What follows belongs to an exercise in optimizing a design on an open flow for small area; a production flow would make more cautious choices.
At most, simulation tests tie the RTL to the original design; equivalence was not proved.
Power is estimated from default activity; no workload was simulated.

## the previous run
==> module vdc_palette, before the edit <==
module vdc_palette (
	input  logic                  clk,
	input  logic                  reset,
	input  logic                  pal_we,    
	input  logic [5:0]            pal_adr,   
	input  logic [7:0]            pal_val,
	input  logic [4-1:0] rgbi,
	output logic [23:0]           rgb
);
	logic [23:0] pal [16];
	localparam logic [24*16-1:0] DEF_RGB = {
		24'hFFFFFF,   
		24'hAAAAAA,   
		24'hFFFF00,   
		24'h3F3F00,   
		24'hFF00FF,   
		24'h3F003F,   
		24'hFF0000,   
		24'h7F0000,   
		24'h00FFFF,   
		24'h007F7F,   
		24'h00FF00,   
		24'h007F00,   
		24'h0000FF,   
		24'h00007F,   
		24'h555555,   
		24'h000000    
	};
	logic [7:0] val0;        
	logic [7:0] val1;        
	assign val0 = pal_val & {8{~reset}};
	assign val1 = pal_val | {8{reset}};
	logic [16-1:0] ent_sel;
	logic [2:0]               chan_sel;
	always_comb begin
		for (int i = 0; i < 16; i++)
			ent_sel[i] = reset | (pal_adr[3:0] == 4'(i));
		for (int c = 0; c < 3; c++)
			chan_sel[c] = reset | (pal_we && pal_adr[5:4] == 2'(c));
	end
	for (genvar i = 0; i < 16; i++) begin : g_ent
		for (genvar c = 0; c < 3; c++) begin : g_chan
			localparam logic [7:0] DEF = DEF_RGB[24*i + 8*(2-c) +: 8];
			logic en;
			assign en = ent_sel[i] & chan_sel[c];
			always_ff @(posedge clk) begin
				if (en)
					pal[i][8*(2-c) +: 8] <= (DEF & val1) | (~DEF & val0);
			end
		end
	end
	logic [16-1:0] hot;
	logic [23:0]              rd;
	logic [23:0]              grp [6];
	always_comb begin
		for (int i = 0; i < 16; i++)
			hot[i] = (rgbi == 4'(i));
		for (int g = 0; g < 6; g++) begin
			grp[g] = '0;
			for (int k = 0; k < 3; k++)
				if (3*g + k < 16)
					grp[g] = grp[g] | (pal[3*g+k] & {24{hot[3*g+k]}});
		end
		rd = (grp[0] | grp[1] | grp[2]) | (grp[3] | grp[4] | grp[5]);
	end
	always_ff @(posedge clk) begin
		rgb <= rd;    
	end
endmodule
clock: 8.0 ns
lec_check: 0
cap_margin: 10
core_margin: 2
core_utilization: 50
place_density: 0.75
slew_margin: 10
standard.sh (not shown) runs the stock make flow with config.mk's settings and CLKGATE_MAP_FILE= SYNTH_SCRIPT=/design/flow/synth_recipe.tcl, a recipe that flattens the netlist after the stock synthesis.
==> flow/flow/run.sh <==
#!/bin/bash
# The standard layout (standard.sh, all steps) with three changes:
#  - synthesis maps the logic with an area-oriented ABC script (abc.script beside this
#    file), run from a copy of ORFS's scripts folder that differs only in that script;
#    flip-flops are mapped before ABC runs, so the registers are those of the standard
#    synthesis; the adder step is skipped, so ABC also maps the few adders and
#    comparators as plain logic
#  - ports are buffered with the smallest buffer
#  - clock tree synthesis inserts no dummy loads
set -euo pipefail
work=$(pwd)
rm -rf "$work/scripts"
cp -r "$FLOW_HOME/scripts" "$work/scripts"
cp "$work/flow/abc.script" "$work/scripts/abc_speed.script"
export BUFFER_PORTS_ARGS="-buffer_cell sky130_fd_sc_hd__buf_1"
export CTS_ARGS="-sink_clustering_enable -repair_clock_nets -sink_clustering_size 16 -sink_clustering_max_diameter 70 -buf_list sky130_fd_sc_hd__clkbuf_8 -dont_use_dummy_load"
bash standard.sh "SCRIPTS_DIR=$work/scripts" "ADDER_MAP_FILE=" finish > "$work/standard.log" 2>&1
==> flow/flow/abc.script <==
&get -n
&st
&dch -f
&nf -R 1000 -p -F 10 -A 10 -C 32
&put
The previous run ran to completion and came out clean on the timing, DRC and antenna checks.
The following lists how the current run was set up differently from the previous run:
-- flow/design.v --
<<< the previous run, line 299
	logic [16-1:0] hot;
	logic [23:0]              rd;
	logic [23:0]              grp [6];
	always_comb begin
		for (int i = 0; i < 16; i++)
			hot[i] = (rgbi == 4'(i));
		for (int g = 0; g < 6; g++) begin
			grp[g] = '0;
			for (int k = 0; k < 3; k++)
				if (3*g + k < 16)
					grp[g] = grp[g] | (pal[3*g+k] & {24{hot[3*g+k]}});
		end
		rd = (grp[0] | grp[1] | grp[2]) | (grp[3] | grp[4] | grp[5]);
	end
	always_ff @(posedge clk) begin
>>> the current run, line 299
	logic [16-1:0] hot;
	logic [23:0]              rd;
	always_comb begin
		rd = '0;
		for (int i = 0; i < 16; i++) begin
			hot[i] = (rgbi == 4'(i));
			rd     = rd | (pal[i] & {24{hot[i]}});
		end
	end
	always_ff @(posedge clk) begin
[summary]
Die: the current run bigger than the previous run. Initial detailed-routing violation count was higher in the run labelled the previous run. Status: clock share of power parity (the previous run, the current run). NOTE: worst hold slack in the current run falls short of that of the previous run. The current run and the previous run ended up with roughly the same total power. The current run and the previous run ended up with nearly the same total routing resource utilization after global routing. Between the previous run and the current run, post-layout minimum cycle time decreased. The current run vs. the previous run: cell area reported after detailed placement went up by about 0.66%. met2 track utilization from global routing in the current run is 2.0 points lower than in the previous run. Area fraction of clock buffers and clock inverters: the current run vs the previous run — no meaningful difference. Going from the previous run to the current run, post-synthesis compound-gate area fraction fell 0.74 points, final critical-path share of the clock period fell 4.6 points, arrival time of the worst setup path fell 0.37 ns, leakage power of the design fell 1.2%.
Function not checked in the current run: the RTL went through the layout flow alone.

## re-timing with driven ports
How much do the figures lean on ideal ports? The routed layouts below were timed once more, with nothing changed but the port constraints.
Step 1 sets driving cells, clkbuf_16 on the clock port and buf_2 on the other inputs (assumed; they add their load-dependent delay and slew).
Step 2 times the ports against the registers' clock, not the clock port: input delays grow and output delays shrink by t, the midpoint of the rising clock arrivals with the driver on.
Three values: no drivers, after step 1, after step 2; two values: the first two.
run	shift t [ns]	slack for setup (ns)	worst data-port slew with drivers (ns)
the previous run	0.632	2.950 / 2.950 / 2.588	0.11
the current run	0.631	3.316 / 3.316 / 2.898	0.10
After both steps setup and hold are still met in every run listed. The setup slack of the current run, which loses most, moves by 0.000 ns with the drivers and by -0.418 ns with both steps.
